Context: an optimization exercise on an open-source flow, tuned for small area and a short achievable clock period. The choices shown serve that exercise and are no tape-out recipe.
Function was checked by simulation only, so behaviour that the tests miss may differ from the original.
Power and IR drop assume default switching activity.

==> flow/design.v <==
`default_nettype none
package core_pkg;
    parameter int XLEN = 32;
    parameter logic [6:0] OPC_OP     = 7'b0110011;
    parameter logic [6:0] OPC_OP_IMM = 7'b0010011;
    parameter logic [6:0] OPC_LUI    = 7'b0110111;
    parameter logic [2:0] F3_ADD_SUB = 3'b000;
    parameter logic [2:0] F3_SLL     = 3'b001;
    parameter logic [2:0] F3_SLT     = 3'b010;
    parameter logic [2:0] F3_SLTU    = 3'b011;
    parameter logic [2:0] F3_XOR     = 3'b100;
    parameter logic [2:0] F3_SRL_SRA = 3'b101;
    parameter logic [2:0] F3_OR      = 3'b110;
    parameter logic [2:0] F3_AND     = 3'b111;
    parameter logic [6:0] F7_BASE = 7'b0000000;
    parameter logic [6:0] F7_ALT  = 7'b0100000;
    parameter int C_SUB   = 0;   
    parameter int C_UNS   = 1;   
    parameter int C_ADD   = 2;   
    parameter int C_LT    = 3;   
    parameter int C_AND   = 4;   
    parameter int C_XOR   = 5;   
    parameter int C_SR    = 6;   
    parameter int C_SL    = 7;   
    parameter int C_SRA   = 8;   
    parameter int CTL_W   = 9;
endpackage
`default_nettype wire
`timescale 1ns/1ns
`default_nettype none
import core_pkg::*;
module rf_pre2 (
    input  wire logic [1:0] a,
    output logic      [3:0] y_n
);
    for (genvar k = 0; k < 4; k++) begin : g_k
        assign y_n[k] = a != 2'(k);
    end
endmodule
module rf_inv (
    input  wire logic a,
    output logic      y
);
    assign y = !a;
endmodule
module rf_pre3 (
    input  wire logic [2:0] a,
    output logic      [7:0] y_n
);
    logic [2:0] a_n;
    for (genvar j = 0; j < 3; j++) begin : g_inv
        rf_inv u_inv (.a(a[j]), .y(a_n[j]));
    end
    for (genvar k = 0; k < 8; k++) begin : g_k
        rf_nand3 u_n (
            .u_n({k[2] ? a[2] : a_n[2], k[1] ? a[1] : a_n[1], k[0] ? a[0] : a_n[0]}),
            .y(y_n[k])
        );
    end
endmodule
module rf_pre3k (
    input  wire logic [2:0] a,
    input  wire logic       kill,
    output logic      [7:0] y_n
);
    for (genvar k = 0; k < 8; k++) begin : g_k
        assign y_n[k] = kill || a != 3'(k);
    end
endmodule
module rf_sel (
    input  wire logic lo_n,
    input  wire logic hi_n,
    output logic      sel
);
    assign sel = !(lo_n || hi_n);
endmodule
module rf_decode #(
    parameter bit KILL   = 1'b1,
    parameter int COPIES = 1
) (
    input  wire logic [4:0]               addr,
    input  wire logic                     kill,
    output logic      [COPIES-1:0][31:1]  sel
);
    logic [3:0] lo_n;
    logic [7:0] hi_n;
    rf_pre2 u_lo (.a(addr[1:0]), .y_n(lo_n));
    if (KILL) begin : g_k
        rf_pre3k u_hi (.a(addr[4:2]), .kill(kill), .y_n(hi_n));
    end else begin : g_nk
        rf_pre3 u_hi (.a(addr[4:2]), .y_n(hi_n));
    end
    for (genvar c = 0; c < COPIES; c++) begin : g_copy
        for (genvar g = 1; g < 32; g++) begin : g_sel
            rf_sel u_sel (.lo_n(lo_n[g % 4]), .hi_n(hi_n[g / 4]), .sel(sel[c][g]));
        end
    end
endmodule
module rf_ao3 (
    input  wire logic a0,
    input  wire logic s0,
    input  wire logic a1,
    input  wire logic s1,
    input  wire logic a2,
    input  wire logic s2,
    output logic      y_n
);
    assign y_n = !((a0 && s0) || (a1 && s1) || (a2 && s2));
endmodule
module rf_ao2 (
    input  wire logic a0,
    input  wire logic s0,
    input  wire logic a1,
    input  wire logic s1,
    output logic      y_n
);
    assign y_n = !((a0 && s0) || (a1 && s1));
endmodule
module rf_ao1 (
    input  wire logic a0,
    input  wire logic s0,
    output logic      y_n
);
    assign y_n = !(a0 && s0);
endmodule
module rf_and4 (
    input  wire logic [3:0] t_n,
    output logic            u_n
);
    assign u_n = &t_n;
endmodule
module rf_and3 (
    input  wire logic [2:0] t_n,
    output logic            u_n
);
    assign u_n = &t_n;
endmodule
module rf_nand3 (
    input  wire logic [2:0] u_n,
    output logic            y
);
    assign y = !(&u_n);
endmodule
module rf_or11 (
    input  wire logic [10:0] t_n,
    output logic             y
);
    logic [2:0] u_n;
    rf_and4 u_a0 (.t_n(t_n[3:0]),  .u_n(u_n[0]));
    rf_and4 u_a1 (.t_n(t_n[7:4]),  .u_n(u_n[1]));
    rf_and3 u_a2 (.t_n(t_n[10:8]), .u_n(u_n[2]));
    rf_nand3 u_o (.u_n(u_n), .y(y));
endmodule
module rf_or11e (
    input  wire logic [10:0] t_n,
    input  wire logic        en,
    output logic             y
);
    assign y = en && !(&t_n);
endmodule
module rf_or12e (
    input  wire logic [10:0] t_n,
    input  wire logic        en,
    input  wire logic        t,
    output logic             y
);
    assign y = (en && !(&t_n)) || t;
endmodule
module rf_ao8 (
    input  wire logic [7:0] a,
    input  wire logic [7:0] s,
    output logic            u_n
);
    logic [3:0] t_n;
    for (genvar k = 0; k < 4; k++) begin : g_pair
        assign t_n[k] = !((a[2*k] && s[2*k]) || (a[2*k+1] && s[2*k+1]));
    end
    assign u_n = &t_n;
endmodule
module rf_ao7 (
    input  wire logic [6:0] a,
    input  wire logic [6:0] s,
    output logic            u_n
);
    logic [3:0] t_n;
    for (genvar k = 0; k < 3; k++) begin : g_pair
        assign t_n[k] = !((a[2*k] && s[2*k]) || (a[2*k+1] && s[2*k+1]));
    end
    assign t_n[3] = !(a[6] && s[6]);
    assign u_n = &t_n;
endmodule
module rf_nand4 (
    input  wire logic [3:0] u_n,
    output logic            y
);
    assign y = !(&u_n);
endmodule
module rf_read_bit #(
    parameter int MODE = 0   
) (
    input  wire logic [31:1] d,
    input  wire logic [31:1] sel,
    input  wire logic        x,
    input  wire logic        x_sel,
    input  wire logic        en,
    input  wire logic        o,
    output logic             y
);
    logic [10:0] t_n;
    for (genvar g = 0; g < 10 && MODE != 0; g++) begin : g_ao
        rf_ao3 u_ao (
            .a0(d[3*g+1]), .s0(sel[3*g+1]),
            .a1(d[3*g+2]), .s1(sel[3*g+2]),
            .a2(d[3*g+3]), .s2(sel[3*g+3]),
            .y_n(t_n[g])
        );
    end
    if (MODE == 0) begin : g_dbg
        logic [3:0] u_n;
        rf_ao8 u_g0 (.a(d[8:1]),   .s(sel[8:1]),   .u_n(u_n[0]));
        rf_ao8 u_g1 (.a(d[16:9]),  .s(sel[16:9]),  .u_n(u_n[1]));
        rf_ao8 u_g2 (.a(d[24:17]), .s(sel[24:17]), .u_n(u_n[2]));
        rf_ao7 u_g3 (.a(d[31:25]), .s(sel[31:25]), .u_n(u_n[3]));
        rf_nand4 u_or (.u_n(u_n), .y(y));
    end else begin : g_src
        rf_ao2 u_ao (.a0(d[31]), .s0(sel[31]), .a1(x), .s1(x_sel), .y_n(t_n[10]));
        if (MODE == 1) begin : g_rs1
            rf_or11e u_or (.t_n(t_n), .en(en), .y(y));
        end else begin : g_rs2
            rf_or12e u_or (.t_n(t_n), .en(en), .t(o), .y(y));
        end
    end
endmodule
module reg_file (
    input  wire logic            clk,
    input  wire logic            rst,
    input  wire logic [4:0]      rs1_addr,
    input  wire logic [4:0]      rs2_addr,
    input  wire logic            rs1_fwd,
    input  wire logic            rs2_fwd,
    input  wire logic            rs1_en,
    input  wire logic            rs2_en,
    input  wire logic [XLEN-1:0] fwd_data,
    input  wire logic [XLEN-1:0] imm,
    input  wire logic [4:0]      debug_addr,
    input  wire logic            wr_en,
    input  wire logic [4:0]      wr_addr,
    input  wire logic [XLEN-1:0] wr_data,
    output logic      [XLEN-1:0] rs1_data,
    output logic      [XLEN-1:0] rs2_data,
    output logic      [XLEN-1:0] debug_data
);
    logic [31:1][XLEN-1:0] regs;
    logic [XLEN-1:0]       wd;
    logic [31:1]           we;
    logic [1:0][31:1]      sel1;
    logic [1:0][31:1]      sel2;
    logic [3:0][31:1]      seld;
    assign wd = rst ? '0 : wr_data;
    always_comb begin
        for (int i = 1; i < 32; i++) begin
            we[i] = rst || (wr_en && wr_addr == 5'(i));
        end
    end
    for (genvar g = 1; g < 32; g++) begin : g_reg
        always_ff @(posedge clk) begin
            if (we[g]) begin
                regs[g] <= wd;
            end
        end
    end
    rf_decode #(.KILL(1'b1), .COPIES(2)) u_dec1 (.addr(rs1_addr), .kill(rs1_fwd), .sel(sel1));
    rf_decode #(.KILL(1'b1), .COPIES(2)) u_dec2 (.addr(rs2_addr), .kill(rs2_fwd), .sel(sel2));
    rf_decode #(.KILL(1'b0), .COPIES(4)) u_decd (.addr(debug_addr), .kill(1'b0), .sel(seld));
    for (genvar b = 0; b < XLEN; b++) begin : g_bit
        logic [31:1] col;
        for (genvar g = 1; g < 32; g++) begin : g_col
            assign col[g] = regs[g][b];
        end
        rf_read_bit #(.MODE(1)) u_rd1 (
            .d(col), .sel(sel1[b / 16]), .x(fwd_data[b]), .x_sel(rs1_fwd), .en(rs1_en),
            .o(1'b0), .y(rs1_data[b])
        );
        rf_read_bit #(.MODE(2)) u_rd2 (
            .d(col), .sel(sel2[b / 16]), .x(fwd_data[b]), .x_sel(rs2_fwd), .en(rs2_en),
            .o(imm[b]), .y(rs2_data[b])
        );
        rf_read_bit #(.MODE(0)) u_rdd (
            .d(col), .sel(seld[b / 8]), .x(1'b0), .x_sel(1'b0), .en(1'b1), .o(1'b0),
            .y(debug_data[b])
        );
    end
endmodule
`default_nettype wire
`timescale 1ns/1ns
`default_nettype none
import core_pkg::*;
module instr_decode (
    input  wire logic            clk,
    input  wire logic            rst,
    input  wire logic            instr_valid,
    input  wire logic [31:0]     instr,
    output logic      [4:0]      rs1_addr,
    output logic      [4:0]      rs2_addr,
    output logic                 rs1_off,
    output logic                 rs2_off,
    input  wire logic [XLEN-1:0] rs1_data,
    input  wire logic [XLEN-1:0] rs2_data,
    output logic      [XLEN-1:0] imm,
    output logic                 dec_valid,
    output logic                 dec_wen,
    output logic                 dec_illegal,
    output logic      [4:0]      dec_rd,
    output logic                 dec_fwd1,
    output logic                 dec_fwd2,
    output logic      [XLEN-1:0] dec_op_a,
    output logic      [XLEN-1:0] dec_op_b,
    output logic      [CTL_W-1:0] dec_ctl
);
    logic     is_op;
    logic     is_op_imm;
    logic     is_lui;
    logic     f7_base;
    logic     f7_alt;
    logic     legal;
    logic [2:0] f3;
    logic [4:0] src1;
    logic [4:0] src2;
    logic [CTL_W-1:0] ctl;
    assign is_op     = instr[6:0] == OPC_OP;
    assign is_op_imm = instr[6:0] == OPC_OP_IMM;
    assign is_lui    = instr[6:0] == OPC_LUI;
    assign f7_base   = instr[31:25] == F7_BASE;
    assign f7_alt    = instr[31:25] == F7_ALT;
    assign f3        = instr[14:12];
    always_comb begin
        legal = 1'b0;
        if (is_op) begin
            legal = f7_base || (f7_alt && (f3 == F3_ADD_SUB || f3 == F3_SRL_SRA));
        end else if (is_op_imm) begin
            if (f3 == F3_SLL) begin
                legal = f7_base;
            end else if (f3 == F3_SRL_SRA) begin
                legal = f7_base || f7_alt;
            end else begin
                legal = 1'b1;
            end
        end else if (is_lui) begin
            legal = 1'b1;
        end
    end
    always_comb begin
        ctl = '0;
        if (is_lui) begin
            ctl[C_ADD] = 1'b1;
        end else begin
            case (f3)
                F3_ADD_SUB: begin
                    ctl[C_ADD] = 1'b1;
                    ctl[C_SUB] = is_op && instr[30];
                end
                F3_SLL:     ctl[C_SL] = 1'b1;
                F3_SLT:     begin ctl[C_LT] = 1'b1; ctl[C_SUB] = 1'b1; end
                F3_SLTU:    begin ctl[C_LT] = 1'b1; ctl[C_SUB] = 1'b1; ctl[C_UNS] = 1'b1; end
                F3_XOR:     ctl[C_XOR] = 1'b1;
                F3_SRL_SRA: begin ctl[C_SR] = 1'b1; ctl[C_SRA] = instr[30]; end
                F3_OR:      begin ctl[C_AND] = 1'b1; ctl[C_XOR] = 1'b1; end
                default:    ctl[C_AND] = 1'b1;
            endcase
        end
        if (!legal) begin
            ctl = '0;
        end
    end
    assign src1 = is_lui ? 5'd0 : instr[19:15];
    assign src2 = is_op ? instr[24:20] : 5'd0;
    assign rs1_addr = instr[19:15];
    assign rs2_addr = instr[24:20];
    assign rs1_off  = is_lui;
    assign rs2_off  = !is_op;
    assign imm[11:0]  = is_op_imm ? instr[31:20] : 12'd0;
    assign imm[31:12] = is_lui ? instr[31:12] :
                        is_op_imm ? {20{instr[31]}} : 20'd0;
    always_ff @(posedge clk) begin
        if (rst) begin
            dec_valid <= 1'b0;
            dec_wen   <= 1'b0;
        end else begin
            dec_valid <= instr_valid;
            dec_wen   <= instr_valid && legal && instr[11:7] != 5'd0;
        end
    end
    always_ff @(posedge clk) begin
        dec_illegal <= !legal;
        dec_rd      <= instr[11:7];
        dec_fwd1    <= dec_wen && dec_rd == src1;
        dec_fwd2    <= dec_wen && dec_rd == src2;
        dec_op_a    <= rs1_data;
        dec_op_b    <= rs2_data;
        dec_ctl     <= ctl;
    end
endmodule
`default_nettype wire
`timescale 1ns/1ns
`default_nettype none
import core_pkg::*;
module alu_gp (
    input  wire logic gh,
    input  wire logic ph,
    input  wire logic gl,
    input  wire logic pl,
    output logic      g,
    output logic      p
);
    assign g = gh || (ph && gl);
    assign p = ph && pl;
endmodule
module alu_g (
    input  wire logic gh,
    input  wire logic ph,
    input  wire logic gl,
    output logic      g
);
    assign g = gh || (ph && gl);
endmodule
module alu_pick (
    input  wire logic s,
    input  wire logic d,
    input  wire logic o,
    output logic      y
);
    assign y = (s && d) || o;
endmodule
module alu_add (
    input  wire logic [XLEN-1:0] a,
    input  wire logic [XLEN-1:0] b,
    input  wire logic            cin,
    output logic      [XLEN-1:0] sum,
    output logic                 cout
);
    logic [5:0][XLEN-1:0] g;
    logic [5:0][XLEN-1:0] p;
    logic [XLEN-1:0]      hp;
    assign hp      = a ^ b;
    assign g[0][0] = (a[0] && b[0]) || (hp[0] && cin);
    assign p[0][0] = 1'b0;
    assign g[0][XLEN-1:1] = a[XLEN-1:1] & b[XLEN-1:1];
    assign p[0][XLEN-1:1] = hp[XLEN-1:1];
    for (genvar l = 0; l < 5; l++) begin : g_lvl
        for (genvar i = 0; i < XLEN; i++) begin : g_bit
            if (i < (1 << l)) begin : g_pass
                assign g[l+1][i] = g[l][i];
                assign p[l+1][i] = p[l][i];
            end else if (i - (1 << l) < (1 << l)) begin : g_full
                alu_g u_n (
                    .gh(g[l][i]), .ph(p[l][i]), .gl(g[l][i - (1 << l)]),
                    .g(g[l+1][i])
                );
                assign p[l+1][i] = 1'b0;
            end else begin : g_part
                alu_gp u_n (
                    .gh(g[l][i]), .ph(p[l][i]),
                    .gl(g[l][i - (1 << l)]), .pl(p[l][i - (1 << l)]),
                    .g(g[l+1][i]), .p(p[l+1][i])
                );
            end
        end
    end
    assign sum[0]          = hp[0] ^ cin;
    assign sum[XLEN-1:1]   = hp[XLEN-1:1] ^ g[5][XLEN-2:0];
    assign cout            = g[5][XLEN-1];
endmodule
module alu_execute (
    input  wire logic            clk,
    input  wire logic            rst,
    input  wire logic            dec_valid,
    input  wire logic            dec_wen,
    input  wire logic            dec_illegal,
    input  wire logic [4:0]      dec_rd,
    input  wire logic            dec_fwd1,
    input  wire logic            dec_fwd2,
    input  wire logic [XLEN-1:0] dec_op_a,
    input  wire logic [XLEN-1:0] dec_op_b,
    input  wire logic [CTL_W-1:0] dec_ctl,
    output logic                 ex_valid,
    output logic                 ex_wen,
    output logic                 ex_illegal,
    output logic      [4:0]      ex_rd,
    output logic      [XLEN-1:0] ex_result
);
    logic [XLEN-1:0] op_a;
    logic [XLEN-1:0] op_b;
    logic [XLEN-1:0] b_in;
    logic [XLEN-1:0] sum;
    logic            carry;
    logic            lt;
    logic            lt_k;
    logic [XLEN-1:0] rest;
    logic            rest0;
    logic [XLEN-1:0] sh_in;
    logic [XLEN:0]   sh_w;
    logic [XLEN-1:0] sr;
    logic [XLEN-1:0] sl;
    logic [XLEN-1:0] alu_out;
    assign op_a = dec_fwd1 ? ex_result : dec_op_a;
    assign op_b = dec_fwd2 ? ex_result : dec_op_b;
    assign b_in  = op_b ^ {XLEN{dec_ctl[C_SUB]}};
    alu_add u_add (.a(op_a), .b(b_in), .cin(dec_ctl[C_SUB]), .sum(sum), .cout(carry));
    assign lt_k = dec_ctl[C_UNS] || (op_a[XLEN-1] ^ b_in[XLEN-1]);
    assign lt   = carry ^ lt_k;
    always_comb begin
        for (int i = 0; i < XLEN; i++) begin
            sh_in[i] = dec_ctl[C_SL] ? op_a[XLEN-1-i] : op_a[i];
        end
    end
    assign sh_w = $signed({dec_ctl[C_SRA] && op_a[XLEN-1], sh_in}) >>> op_b[4:0];
    assign sr   = sh_w[XLEN-1:0];
    always_comb begin
        for (int i = 0; i < XLEN; i++) begin
            sl[i] = sr[XLEN-1-i];
        end
    end
    assign rest = ({XLEN{dec_ctl[C_AND]}} & (op_a & op_b)) |
                  ({XLEN{dec_ctl[C_XOR]}} & (op_a ^ op_b)) |
                  ({XLEN{dec_ctl[C_SR]}}  & sr) |
                  ({XLEN{dec_ctl[C_SL]}}  & sl);
    assign rest0 = rest[0] || (dec_ctl[C_ADD] && sum[0]);
    alu_pick u_pick0 (.s(dec_ctl[C_LT]), .d(lt), .o(rest0), .y(alu_out[0]));
    for (genvar i = 1; i < XLEN; i++) begin : g_pick
        alu_pick u_pick (.s(dec_ctl[C_ADD]), .d(sum[i]), .o(rest[i]), .y(alu_out[i]));
    end
    always_ff @(posedge clk) begin
        if (rst) begin
            ex_valid <= 1'b0;
            ex_wen   <= 1'b0;
        end else begin
            ex_valid <= dec_valid;
            ex_wen   <= dec_valid && dec_wen;
        end
    end
    always_ff @(posedge clk) begin
        ex_illegal <= dec_illegal;
        ex_rd      <= dec_rd;
        ex_result  <= alu_out;
    end
endmodule
`default_nettype wire
`timescale 1ns/1ns
`default_nettype none
import core_pkg::*;
module result_writeback (
    input  wire logic            clk,
    input  wire logic            rst,
    input  wire logic            ex_valid,
    input  wire logic            ex_wen,
    input  wire logic [4:0]      ex_rd,
    input  wire logic [XLEN-1:0] ex_result,
    input  wire logic            ex_illegal,
    output logic                 wr_en,
    output logic      [4:0]      wr_addr,
    output logic      [XLEN-1:0] wr_data,
    output logic                 retire_valid,
    output logic      [4:0]      retire_rd,
    output logic      [XLEN-1:0] retire_data,
    output logic                 retire_illegal
);
    assign wr_en   = ex_wen;
    assign wr_addr = ex_rd;
    assign wr_data = ex_result;
    always_ff @(posedge clk) begin
        if (rst) begin
            retire_valid <= 1'b0;
        end else begin
            retire_valid <= ex_valid;
        end
    end
    always_ff @(posedge clk) begin
        retire_illegal <= ex_illegal;
        retire_rd      <= ex_rd;
        retire_data    <= ex_result;
    end
endmodule
`default_nettype wire
`timescale 1ns/1ns
`default_nettype none
import core_pkg::*;
module mini_core (
    input  wire logic            clk,
    input  wire logic            rst,
    input  wire logic            instr_valid,
    input  wire logic [31:0]     instr,
    input  wire logic [4:0]      debug_addr,
    output logic                 retire_valid,
    output logic      [4:0]      retire_rd,
    output logic      [XLEN-1:0] retire_data,
    output logic                 retire_illegal,
    output logic      [XLEN-1:0] debug_data
);
    logic [4:0]      rs1_addr;
    logic [4:0]      rs2_addr;
    logic [XLEN-1:0] rs1_data;
    logic [XLEN-1:0] rs2_data;
    logic            rs1_off;
    logic            rs2_off;
    logic            rs1_en;
    logic            rs2_en;
    logic            rs1_fwd;
    logic            rs2_fwd;
    logic [XLEN-1:0] fwd_data;
    logic [XLEN-1:0] imm;
    logic            dec_valid;
    logic            dec_wen;
    logic            dec_illegal;
    logic [4:0]      dec_rd;
    logic            dec_fwd1;
    logic            dec_fwd2;
    logic [XLEN-1:0] dec_op_a;
    logic [XLEN-1:0] dec_op_b;
    logic [CTL_W-1:0] dec_ctl;
    logic            ex_valid;
    logic            ex_wen;
    logic            ex_illegal;
    logic [4:0]      ex_rd;
    logic [XLEN-1:0] ex_result;
    logic            wr_en;
    logic [4:0]      wr_addr;
    logic [XLEN-1:0] wr_data;
    assign rs1_fwd  = ex_wen && ex_rd == rs1_addr;
    assign rs2_fwd  = ex_wen && ex_rd == rs2_addr;
    assign rs1_en   = !rs1_off;
    assign rs2_en   = !rs2_off;
    assign fwd_data = ex_result;
    reg_file u_reg_file (.*);
    instr_decode u_decode (.*);
    alu_execute u_execute (.*);
    result_writeback u_result (.*);
endmodule
`default_nettype wire
==> flow/run.sh <==
#!/bin/bash
# synth_recipe.tcl (not shown) runs the flow's synth.tcl, then flattens the netlist and writes it again
# the make line also repeats each setting of config.mk as NAME=value (left out here)
make -C /OpenROAD-flow-scripts/flow DESIGN_CONFIG=/design/flow/config.mk WORK_HOME=/design/flow/orfs CLKGATE_MAP_FILE= SYNTH_SCRIPT=/design/flow/synth_recipe.tcl finish
==> flow/config.mk <==
export PLATFORM = sky130hd
export DESIGN_NAME = mini_core
export DESIGN_NICKNAME = mini_core
export VERILOG_FILES = /design/flow/design.v
export SDC_FILE = /design/flow/constraint.sdc
export NUM_CORES = 4
export LEC_CHECK = 0
export CAP_MARGIN = 20
export CORE_MARGIN = 2
export CORE_UTILIZATION = 35
export CTS_BUF_LIST = sky130_fd_sc_hd__clkbuf_8
export CTS_CLUSTER_DIAMETER = 50
export CTS_CLUSTER_SIZE = 12
export PLACE_DENSITY = 0.5
export SETUP_SLACK_MARGIN = 2.8
export SLEW_MARGIN = 20
export SYNTH_HIERARCHICAL = 1
==> flow/constraint.sdc <==
create_clock -name core_clock -period 7.5 [get_ports {clk}]
set_input_delay 1.5000 -clock core_clock [delete_from_list [all_inputs] [get_ports {clk}]]
set_output_delay 1.5000 -clock core_clock [all_outputs]
set_load 0.01 [all_outputs]
==> results.rst, run 1 <==
.. list-table::
   :header-rows: 1

   * - Metric
     - Value
   * - Outcome
     - no timing/DRC/antenna violations
   * - Shortest clock period the worst path allows after layout
     - between 5 and 6 ns
   * - Half-perimeter wire length of the detailed placement result
     - 211000 um
   * - Die Wd
     - slightly above 400 um
   * - Multi-input combinational cell area
     - ~25000 sq um
   * - Internal power
     - between 0.01 and 0.015 W
   * - Number of antenna violations at the first check in global routing
     - 14
   * - Global route total overflow
     - 0
   * - Pre-antenna DRT Iters
     - 14
   * - End point of the critical path
     - debug_data[14]
   * - Count of final max-slew check failures
     - 0
   * - Critical register-to-register path endpoint
     - u_decode.dec_op_a[12]
   * - Crit-path max FO
     - 8
   * - Area added between synthesis and finish
     - 19.6%
   * - Min-delay worst type
     - reg2reg
   * - Maximum ir drop on the vdd rail
     - approximately 0.00014 V
   * - Worst setup path category
     - in2out
   * - Maximum level of the CTS H-tree
     - 4
   * - Areal power density over the cells
     - ~210 nW/um^2
   * - Worst-case clock skew
     - 0.0361 ns
   * - Fin nets
     - 4812
   * - Switching part of the total power
     - about 28%
   * - Clock transition at path regs
     - 0.07 ns
   * - Layout cells sized above 1
     - 23.3%
   * - Max-slew headroom at the worst pin
     - roughly 23%
   * - Number of nets with antenna violations after routing
     - 0
   * - Proportion of power drawn by flip-flops and latches
     - a little over half
   * - Total clock sinks
     - roughly 1200
   * - Count of cells along the worst register-to-register path
     - 9
   * - Number of hold buffers added after CTS
     - 0
   * - Boundary pin count
     - approximately 110
   * - Series of cell instances along the critical path
     - buf_12 -> nand2b_4 -> buf_12 -> nor2_4 -> a222oi_1 -> and3_4 -> nand4_1 -> buf_2
   * - Count of endpoints failing hold in the final timing report
     - 0
   * - Origin of the critical flop-to-flop path
     - u_execute.ex_rd[4]
   * - Data arrival time of the worst path
     - between 3 and 4 ns
   * - Total via count after detailed routing
     - 50400
   * - Sum of negative setup slack
     - 0 ns
   * - First-pass GRT wire length
     - a little under 400000 um
   * - Origin of the worst setup path
     - debug_addr[1]
   * - Number of port buffers
     - 110
   * - Detail-routed net length per standard cell
     - between 40 and 50 um
   * - Core Rows
     - between 100 and 150
   * - Vias per cell
     - between 7 and 8
   * - GRT Util Overall
     - 32.7%
   * - Clock Power Share
     - 37.2%
   * - P_leak
     - ~24 nW
   * - Post-Route Utilization
     - a little over two fifths
   * - Initial cell density of the core
     - between 30% and 40%
   * - Peak Freq
     - a little under 200 MHz
   * - Cell area after technology mapping
     - 57400 sq um
   * - Share of total power in combinational logic
     - 10.4%
   * - Root Driver
     - sky130_fd_sc_hd__clkbuf_8
   * - Core area
     - 163000 sq um
   * - Clock network latency to the later pin of the worst-skew pair
     - 0.93 ns
   * - Crit-path max cell delay
     - 0.60 ns
   * - Final estimated routing congestion in global placement
     - between 0.9 and 1
   * - Startpoint type of the worst setup path
     - input port
   * - Clock buffers created by TritonCTS
     - 151
   * - Non-Filler Instances
     - approximately 7000
   * - Average cell area after synthesis
     - ~14 sq um
   * - Sequential standard cell area
     - between 30000 and 40000 sq um
   * - Final total power
     - 0.0142 W
   * - Count of filler cells inserted in the layout
     - 14900
   * - Ys Warns
     - 10
   * - Number of cells produced by synthesis
     - 4187
   * - Count of maximum capacitance violations
     - 0
   * - Total die area
     - between 150000 and 200000 sq um
   * - Worst Slack Setup Final
     - 2.41 ns
   * - Final setup violating endpoints
     - 0
   * - Final worst-path cycle share
     - between 60% and 70%
   * - CTS tree
     - yes
   * - Internal reg-to-reg setup slack
     - 3.08 ns
   * - Worst Max-Slew Pin Slew
     - between 1 and 1.5 ns
   * - Max stage delay cell, worst path
     - sky130_fd_sc_hd__a222oi_1
   * - Initial detailed-routing violation count
     - roughly 11000
   * - Post-route DRC
     - 0
   * - Worst-case setup slack after placement
     - about 1.0 ns
   * - Synth Net Count
     - 4291
   * - Crit path capture type
     - output port
   * - Vias in the first global route
     - approximately 47000
   * - Total placed cells including tap cells
     - roughly 6600
   * - Height of the die
     - 409 um
   * - Worst-case clock buffer depth
     - 3
   * - Most Frequent Cell on Critical Path
     - sky130_fd_sc_hd__buf_12
   * - Setup repair after global routing missed its margin
     - true
   * - Largest net degree at the start of global routing
     - between 50 and 60
   * - Net switching power
     - approximately 0.0040 W
   * - Data required time of the critical path
     - around 6 ns
   * - Total Wirelength
     - between 200000 and 300000 um
## through the flow
stage / cell area [sq um] / hold WS (ns)
floorplan: 57400 / 0.310
global placement: 62900 / 0.319
detailed placement: 63000 / 0.321
CTS: 68100 / 0.334
global route: 68700 / 0.339
finish: 68700 / 0.329
## cells in the final DEF (no fill, tap or decap), types with 63 or more instances in the layout
cell type	count
sky130_fd_sc_hd__a21o_1	188
sky130_fd_sc_hd__and2_1	115
sky130_fd_sc_hd__ha_1	63
sky130_fd_sc_hd__buf_4	315
sky130_fd_sc_hd__a22oi_1	416
sky130_fd_sc_hd__nand4_1	161
sky130_fd_sc_hd__mux2_2	77
sky130_fd_sc_hd__dfxtp_1	157
sky130_fd_sc_hd__nor2_1	179
sky130_fd_sc_hd__and4_1	73
sky130_fd_sc_hd__edfxtp_1	992
sky130_fd_sc_hd__clkbuf_8	163
sky130_fd_sc_hd__xor2_1	67
sky130_fd_sc_hd__nor2_4	64
sky130_fd_sc_hd__nand2_1	66
sky130_fd_sc_hd__clkdlybuf4s50_1	72
sky130_fd_sc_hd__a222oi_1	679
sky130_fd_sc_hd__a22oi_2	105
## power by group through the flow
stage / sequential (W) / combinational [W] / clock, W
finish: 0.00746 / 0.00148 / 0.00530
global route: 0.00747 / 0.00150 / 0.00561
CTS: 0.00744 / 0.00140 / 0.00538
detailed placement: 0.00758 / 0.00131 / 0
global placement: 0.00758 / 0.00132 / 0
floorplan: 0.00745 / 0.000637 / 0
## what timing repair did
action,CTS,global route
pin swaps,114,75
buffers inserted,74,33
cloned,7,0
setup endpoints to repair,32,39
gates resized for setup,442,72
## layer usage
metal | global-route usage (%) | routed length (um) | up-vias
li1 | - | - | 20200
met1 | 46.4 | 116000 | 25500
met2 | 44.9 | 115000 | 4244
met3 | 11.9 | 41900 | 456
met4 | 12.4 | 11800 | 2
met5 | 0 | 11 | -
## critical path, delay by kind of cell
kind	cells	cell delay, ns
AO/OA/AOI/OAI	1	0.60
buffers and inverters	3	0.52
AND/OR/NAND/NOR	4	0.95
## worst min path at each step
stage                         startpoint                 endpoint  slack, ns  depth (start not counted)
detailed placement  u_decode.dec_illegal     u_execute.ex_illegal       0.32                          0
finish              u_decode.dec_illegal     u_execute.ex_illegal       0.33                          0
CTS                 u_decode.dec_illegal     u_execute.ex_illegal       0.33                          0
global route        u_execute.ex_illegal  u_result.retire_illegal       0.34                          0
floorplan           u_decode.dec_illegal     u_execute.ex_illegal       0.31                          0
global placement    u_decode.dec_illegal     u_execute.ex_illegal       0.32                          0
## sequential cells by signal, summed over array words and instances, names as in the netlist
name                     count
u_decode.dec_ctl             9
u_decode.dec_fwd1            1
u_decode.dec_fwd2            1
u_decode.dec_illegal         1
u_decode.dec_op_a           32
u_decode.dec_op_b           32
u_decode.dec_rd              5
u_decode.dec_valid           1
u_decode.dec_wen             1
u_execute.ex_illegal         1
u_execute.ex_rd              5
u_execute.ex_result         32
u_execute.ex_valid           1
u_execute.ex_wen             1
u_reg_file.regs            992
u_result.retire_data        32
u_result.retire_illegal      1
u_result.retire_rd           5
u_result.retire_valid        1
## final cells by class
cell class,count,area share (%)
tap,2175,3.96
antenna,10,0.0364
inverter,21,0.133
sequential,1154,48.1
clock inverter,105,1.47
timing repair buffer,482,6.35
clock buffer,163,3.27
multi-input combinational,2898,36.7
==> inputs of run 2 (changes only) <==
--- a/flow/design.v
+++ b/flow/design.v
@@ -166,35 +166,6 @@
 );
     assign y = (en && !(&t_n)) || t;
 endmodule
-module rf_ao8 (
-    input  wire logic [7:0] a,
-    input  wire logic [7:0] s,
-    output logic            u_n
-);
-    logic [3:0] t_n;
-    for (genvar k = 0; k < 4; k++) begin : g_pair
-        assign t_n[k] = !((a[2*k] && s[2*k]) || (a[2*k+1] && s[2*k+1]));
-    end
-    assign u_n = &t_n;
-endmodule
-module rf_ao7 (
-    input  wire logic [6:0] a,
-    input  wire logic [6:0] s,
-    output logic            u_n
-);
-    logic [3:0] t_n;
-    for (genvar k = 0; k < 3; k++) begin : g_pair
-        assign t_n[k] = !((a[2*k] && s[2*k]) || (a[2*k+1] && s[2*k+1]));
-    end
-    assign t_n[3] = !(a[6] && s[6]);
-    assign u_n = &t_n;
-endmodule
-module rf_nand4 (
-    input  wire logic [3:0] u_n,
-    output logic            y
-);
-    assign y = !(&u_n);
-endmodule
 module rf_read_bit #(
     parameter int MODE = 0   
 ) (
@@ -207,7 +178,7 @@
     output logic             y
 );
     logic [10:0] t_n;
-    for (genvar g = 0; g < 10 && MODE != 0; g++) begin : g_ao
+    for (genvar g = 0; g < 10; g++) begin : g_ao
         rf_ao3 u_ao (
             .a0(d[3*g+1]), .s0(sel[3*g+1]),
             .a1(d[3*g+2]), .s1(sel[3*g+2]),
@@ -216,12 +187,8 @@
         );
     end
     if (MODE == 0) begin : g_dbg
-        logic [3:0] u_n;
-        rf_ao8 u_g0 (.a(d[8:1]),   .s(sel[8:1]),   .u_n(u_n[0]));
-        rf_ao8 u_g1 (.a(d[16:9]),  .s(sel[16:9]),  .u_n(u_n[1]));
-        rf_ao8 u_g2 (.a(d[24:17]), .s(sel[24:17]), .u_n(u_n[2]));
-        rf_ao7 u_g3 (.a(d[31:25]), .s(sel[31:25]), .u_n(u_n[3]));
-        rf_nand4 u_or (.u_n(u_n), .y(y));
+        rf_ao1 u_ao (.a0(d[31]), .s0(sel[31]), .y_n(t_n[10]));
+        rf_or11 u_or (.t_n(t_n), .y(y));
     end else begin : g_src
         rf_ao2 u_ao (.a0(d[31]), .s0(sel[31]), .a1(x), .s1(x_sel), .y_n(t_n[10]));
         if (MODE == 1) begin : g_rs1
@@ -253,8 +220,8 @@
     logic [31:1][XLEN-1:0] regs;
     logic [XLEN-1:0]       wd;
     logic [31:1]           we;
-    logic [1:0][31:1]      sel1;
-    logic [1:0][31:1]      sel2;
+    logic [0:0][31:1]      sel1;
+    logic [0:0][31:1]      sel2;
     logic [3:0][31:1]      seld;
     assign wd = rst ? '0 : wr_data;
     always_comb begin
@@ -269,8 +236,8 @@
             end
         end
     end
-    rf_decode #(.KILL(1'b1), .COPIES(2)) u_dec1 (.addr(rs1_addr), .kill(rs1_fwd), .sel(sel1));
-    rf_decode #(.KILL(1'b1), .COPIES(2)) u_dec2 (.addr(rs2_addr), .kill(rs2_fwd), .sel(sel2));
+    rf_decode #(.KILL(1'b1), .COPIES(1)) u_dec1 (.addr(rs1_addr), .kill(rs1_fwd), .sel(sel1));
+    rf_decode #(.KILL(1'b1), .COPIES(1)) u_dec2 (.addr(rs2_addr), .kill(rs2_fwd), .sel(sel2));
     rf_decode #(.KILL(1'b0), .COPIES(4)) u_decd (.addr(debug_addr), .kill(1'b0), .sel(seld));
     for (genvar b = 0; b < XLEN; b++) begin : g_bit
         logic [31:1] col;
@@ -278,11 +245,11 @@
             assign col[g] = regs[g][b];
         end
         rf_read_bit #(.MODE(1)) u_rd1 (
-            .d(col), .sel(sel1[b / 16]), .x(fwd_data[b]), .x_sel(rs1_fwd), .en(rs1_en),
+            .d(col), .sel(sel1[0]), .x(fwd_data[b]), .x_sel(rs1_fwd), .en(rs1_en),
             .o(1'b0), .y(rs1_data[b])
         );
         rf_read_bit #(.MODE(2)) u_rd2 (
-            .d(col), .sel(sel2[b / 16]), .x(fwd_data[b]), .x_sel(rs2_fwd), .en(rs2_en),
+            .d(col), .sel(sel2[0]), .x(fwd_data[b]), .x_sel(rs2_fwd), .en(rs2_en),
             .o(imm[b]), .y(rs2_data[b])
         );
         rf_read_bit #(.MODE(0)) u_rdd (
==> flow/flow/run.sh (new file) <==
#!/bin/bash
set -euo pipefail
cd "$(dirname "$0")/.."
export CTS_ARGS="-sink_clustering_enable -repair_clock_nets -sink_clustering_size 12 -sink_clustering_max_diameter 50 -buf_list sky130_fd_sc_hd__clkbuf_8 -dont_use_dummy_load"
bash standard.sh > standard.log 2>&1
==> flow/standard.sh (new file) <==
#!/bin/bash
# synth_recipe.tcl (not shown) runs the flow's synth.tcl, then flattens the netlist and writes it again
# the make line also repeats each setting of config.mk as NAME=value (left out here)
make -C /OpenROAD-flow-scripts/flow DESIGN_CONFIG=/design/flow/config.mk WORK_HOME=/design/flow/orfs CLKGATE_MAP_FILE= SYNTH_SCRIPT=/design/flow/synth_recipe.tcl "${@:-finish}"
removed: flow/run.sh
==> run 2 against run 1 <==
Effect of this change: cell count shrank 5.9%; via count shrank 3.7%; maximum frequency shrank 2.1%; critical path depth grew 2; worst setup slack lost 0.11 ns; non-clock buffer count shrank 49; die area shrank 1.6%; utilization shrank 0.98 points; global-route usage shrank 1.2 points; area after synthesis shrank 1.6%; count of clock-buffer cells in the layout shrank 18; first-iteration DRC count grew 19%; critical endpoint is now debug_data[1].
==> results.rst, run 2 <==
.. list-table::
   :header-rows: 1

   * - Metric
     - Value
   * - Outcome
     - no timing/DRC/antenna violations
   * - Count of cells along the worst register-to-register path
     - 9
   * - Core Rows
     - around 150
   * - Half-perimeter wire length of the detailed placement result
     - between 150000 and 200000 um
   * - First-pass GRT wire length
     - around 370000 um
   * - Total via count after detailed routing
     - roughly 49000
   * - Detail-routed net length per standard cell
     - between 40 and 50 um
   * - GRT Util Overall
     - 31.5%
   * - Count of endpoints failing hold in the final timing report
     - 0
   * - Layout cells sized above 1
     - a little over a fifth
   * - Area added between synthesis and finish
     - 17.0%
   * - Fin nets
     - about 4500
   * - Cell area after technology mapping
     - between 50000 and 60000 sq um
   * - Count of final max-slew check failures
     - 0
   * - Maximum ir drop on the vdd rail
     - 0.000145 V
   * - Peak Freq
     - a little under 200 MHz
   * - Height of the die
     - slightly above 400 um
   * - Finished Cell Area
     - roughly 66000 sq um
   * - Post-Place Cell Area
     - slightly above 60000 sq um
   * - Critical register-to-register path endpoint
     - u_decode.dec_op_b[28]
   * - Final worst-path cycle share
     - between 60% and 70%
   * - Startpoint of the lowest-slack hold path
     - u_decode.dec_illegal
   * - Boundary pin count
     - between 100 and 150
   * - Kind of cell with the highest combined delay on the critical path
     - compound AO/OA/AOI/OAI gates
   * - Total clock sinks
     - between 1000 and 1500
   * - Max stage delay cell, worst path
     - sky130_fd_sc_hd__a222oi_1
   * - Min-delay worst type
     - reg2reg
   * - Internal reg-to-reg setup slack
     - approximately 3.1 ns
   * - Number of port buffers
     - 110
   * - Max-slew headroom at the worst pin
     - between 10% and 20%
   * - Maximum level of the CTS H-tree
     - 4
   * - Final estimated routing congestion in global placement
     - about 1
   * - Hold depth
     - 0
   * - Shortest clock period the worst path allows after layout
     - roughly 5.2 ns
   * - Number of buffers and inverters on the critical path
     - 5
   * - Number of cells produced by synthesis
     - around 4000
   * - Worst Max-Slew Pin Slew
     - 1.26 ns
   * - Vias per cell
     - ~7.4
   * - Pre-antenna DRT Iters
     - 15
   * - P_leak
     - around 24 nW
   * - Crit path capture type
     - output port
   * - Commonest cells after routing, fill and taps aside
     - sky130_fd_sc_hd__edfxtp_1 (992), sky130_fd_sc_hd__a222oi_1 (967), sky130_fd_sc_hd__buf_4 (257), sky130_fd_sc_hd__a21o_1 (188), sky130_fd_sc_hd__dfxtp_1 (157)
   * - CTS tree
     - yes
   * - Crit-path max cell delay
     - 0.85 ns
   * - Crit-path max FO
     - 6
   * - Origin of the critical flop-to-flop path
     - u_execute.ex_rd[3]
   * - Data arrival time of the worst path
     - around 3.7 ns
   * - Sum of negative setup slack
     - 0 ns
   * - Vias in the first global route
     - 44600
   * - Initial cell density of the core
     - about a third
   * - Core area
     - 160000 sq um
   * - Total Wirelength
     - 269000 um
   * - Areal power density over the cells
     - 194 nW/um^2
   * - Setup repair after global routing missed its margin
     - true
   * - Number of antenna violations at the first check in global routing
     - 20
   * - Initial detailed-routing violation count
     - between 10000 and 15000
   * - Series of cell instances along the critical path
     - buf_12 -> nand2b_4 -> buf_8 -> nor2_4 -> buf_6 -> buf_4 -> a222oi_1 -> and4_1 -> nand3_2 -> buf_6
   * - Data required time of the critical path
     - roughly 6.0 ns
   * - Final setup violating endpoints
     - 0
   * - Post-route DRC
     - 0
   * - Most common library cell in the layout ignoring fill and taps
     - sky130_fd_sc_hd__edfxtp_1
   * - Hold-critical path endpoint
     - u_execute.ex_illegal
   * - Most Frequent Cell on Critical Path
     - sky130_fd_sc_hd__buf_6
   * - Number of nets with antenna violations after routing
     - 0
   * - Worst-case clock buffer depth
     - 3
   * - Worst setup path category
     - in2out
   * - Ys Warns
     - 10
   * - Clock buffers created by TritonCTS
     - 145
   * - Average cell area after synthesis
     - between 10 and 15 sq um
   * - Total die area
     - roughly 160000 sq um
   * - Count of maximum capacitance violations
     - 0
   * - Synth Net Count
     - a little over 4000
   * - Clock transition at path regs
     - 0.05 ns
   * - Register containing the most flip-flops in the final layout
     - u_reg_file.regs
   * - Die Wd
     - between 400 and 500 um
   * - Clock network latency to the later pin of the worst-skew pair
     - ~0.93 ns
   * - Worst-case clock skew
     - about 0.078 ns
   * - Worst path depth
     - 10
   * - Root Driver
     - sky130_fd_sc_hd__clkbuf_8
   * - Global route total overflow
     - 0
   * - Largest net degree at the start of global routing
     - 46
   * - Startpoint type of the worst setup path
     - input port
   * - Max FFs per register
     - between 900 and 1000
==> run 2: cell types whose count changed in the layout (fill, tap and decap cells not counted), sizes merged, moves of 32 or more <==
cell | previous run | this run
a222oi | 679 | 967
a22oi | 521 | 73
and4 | 97 | 65
buf | 407 | 361
clkinv | 35 | 1
inv | 62 | 19
nand2 | 67 | 99
nand3 | 53 | 85
nand4 | 161 | 129
nor2 | 295 | 233
==> run 2: final cells by class <==
class                      count  area, sq um
fill                       14900        94300
inverter                      21         90.1
sequential                  1154        33000
antenna                        8         20.0
clock buffer                 145         2000
timing repair buffer         433         4190
multi-input combinational   2676        24100
tap                         2160         2700
==> run 2: worst max-delay path by stage <==
stage / start / to
after floorplan: debug_addr[1] / debug_data[0]
after global placement: debug_addr[2] / debug_data[28]
after detailed placement: debug_addr[2] / debug_data[28]
after CTS: debug_addr[0] / debug_data[5]
after global routing: debug_addr[0] / debug_data[5]
final: debug_addr[0] / debug_data[1]
==> run 2: metal layers <==
layer / track usage (%) / part of all wire [%] / up-vias
li1: - / - / 19500
met1: 42.6 / 39 / 24500
met2: 45.3 / 42 / 4101
met3: 13.2 / 16 / 462
met4: 10.4 / 3.8 / 12
met5: 0.178 / 0.028 / -
==> run 2: report_power, final <==
part | internal (W) | switching [W]
Sequential | 0.00718 | 0.000256
Clock | 0.00171 | 0.00225
Combinational | 0.000477 | 0.000960
==> run 2: worst register-to-register path, cell delays in order, from the launching register on <==
cell	delay (ns)
sky130_fd_sc_hd__dfxtp_1	0.92
sky130_fd_sc_hd__xor2_1	0.15
sky130_fd_sc_hd__nor4_1	0.30
sky130_fd_sc_hd__and3_4	0.36
sky130_fd_sc_hd__or4b_4	0.23
sky130_fd_sc_hd__nor2_2	0.05
sky130_fd_sc_hd__buf_4	0.29
sky130_fd_sc_hd__a222oi_1	0.70
sky130_fd_sc_hd__nand4_1	0.68
sky130_fd_sc_hd__o32a_1	0.60
==> run 2: stage by stage <==
stage                     worst slack (ns)  utilization, %  instances  power (W)  hold WS, ns
final                                 2.30            41.2       6597     0.0128        0.326
after global routing                  2.31            41.2       6590     0.0132        0.344
after CTS                             2.47            40.8       6555     0.0128        0.331
after detailed placement              1.02            38.6       6351    0.00882        0.319
after global placement                1.06            38.6       6351    0.00883        0.316
after floorplan                       2.98               -       3965    0.00809        0.310
==> run 2: what timing repair did <==
item,CTS,global route
resized for setup,417,48
pin swaps,107,87
setup endpoints to repair,47,69
setup buffers,54,34
hold buffers,0,0
cloned,5,0

[separate check: timing with driven ports]
The flow's constraints put no driver on any port. The routed layouts listed below were extracted and timed again, unchanged, in two steps.
Step 1 (the two cells are an assumption about what drives the block):
set clk [get_ports {clk}]
set_driving_cell -lib_cell sky130_fd_sc_hd__clkbuf_16 $clk
set_driving_cell -lib_cell sky130_fd_sc_hd__buf_2 [delete_from_list [all_inputs] $clk]
Step 2 moves the port delays by t, midway between the first and last clock arrival at a register: inputs arrive t later, outputs are due t later. That takes back most of the time a late clock gives input paths.
a / b / c = ideal / step 1 / step 2; a / b = the first two.
run	shift t [ns]	slack for setup (ns)	worst hold slack (ns)	worst setup path at the end	pins driven straight from the clock port
run 1	0.992	2.407 / 2.319 / 1.765	0.329 / 0.329 / 0.329	input to register	1
run 2	0.957	2.298 / 2.237 / 1.823	0.326 / 0.326 / 0.326	input to register	1
After both steps every run listed still meets setup and hold. For run 1, which loses most, drivers alone change the setup slack by -0.088 ns; drivers and shift together by -0.642 ns.
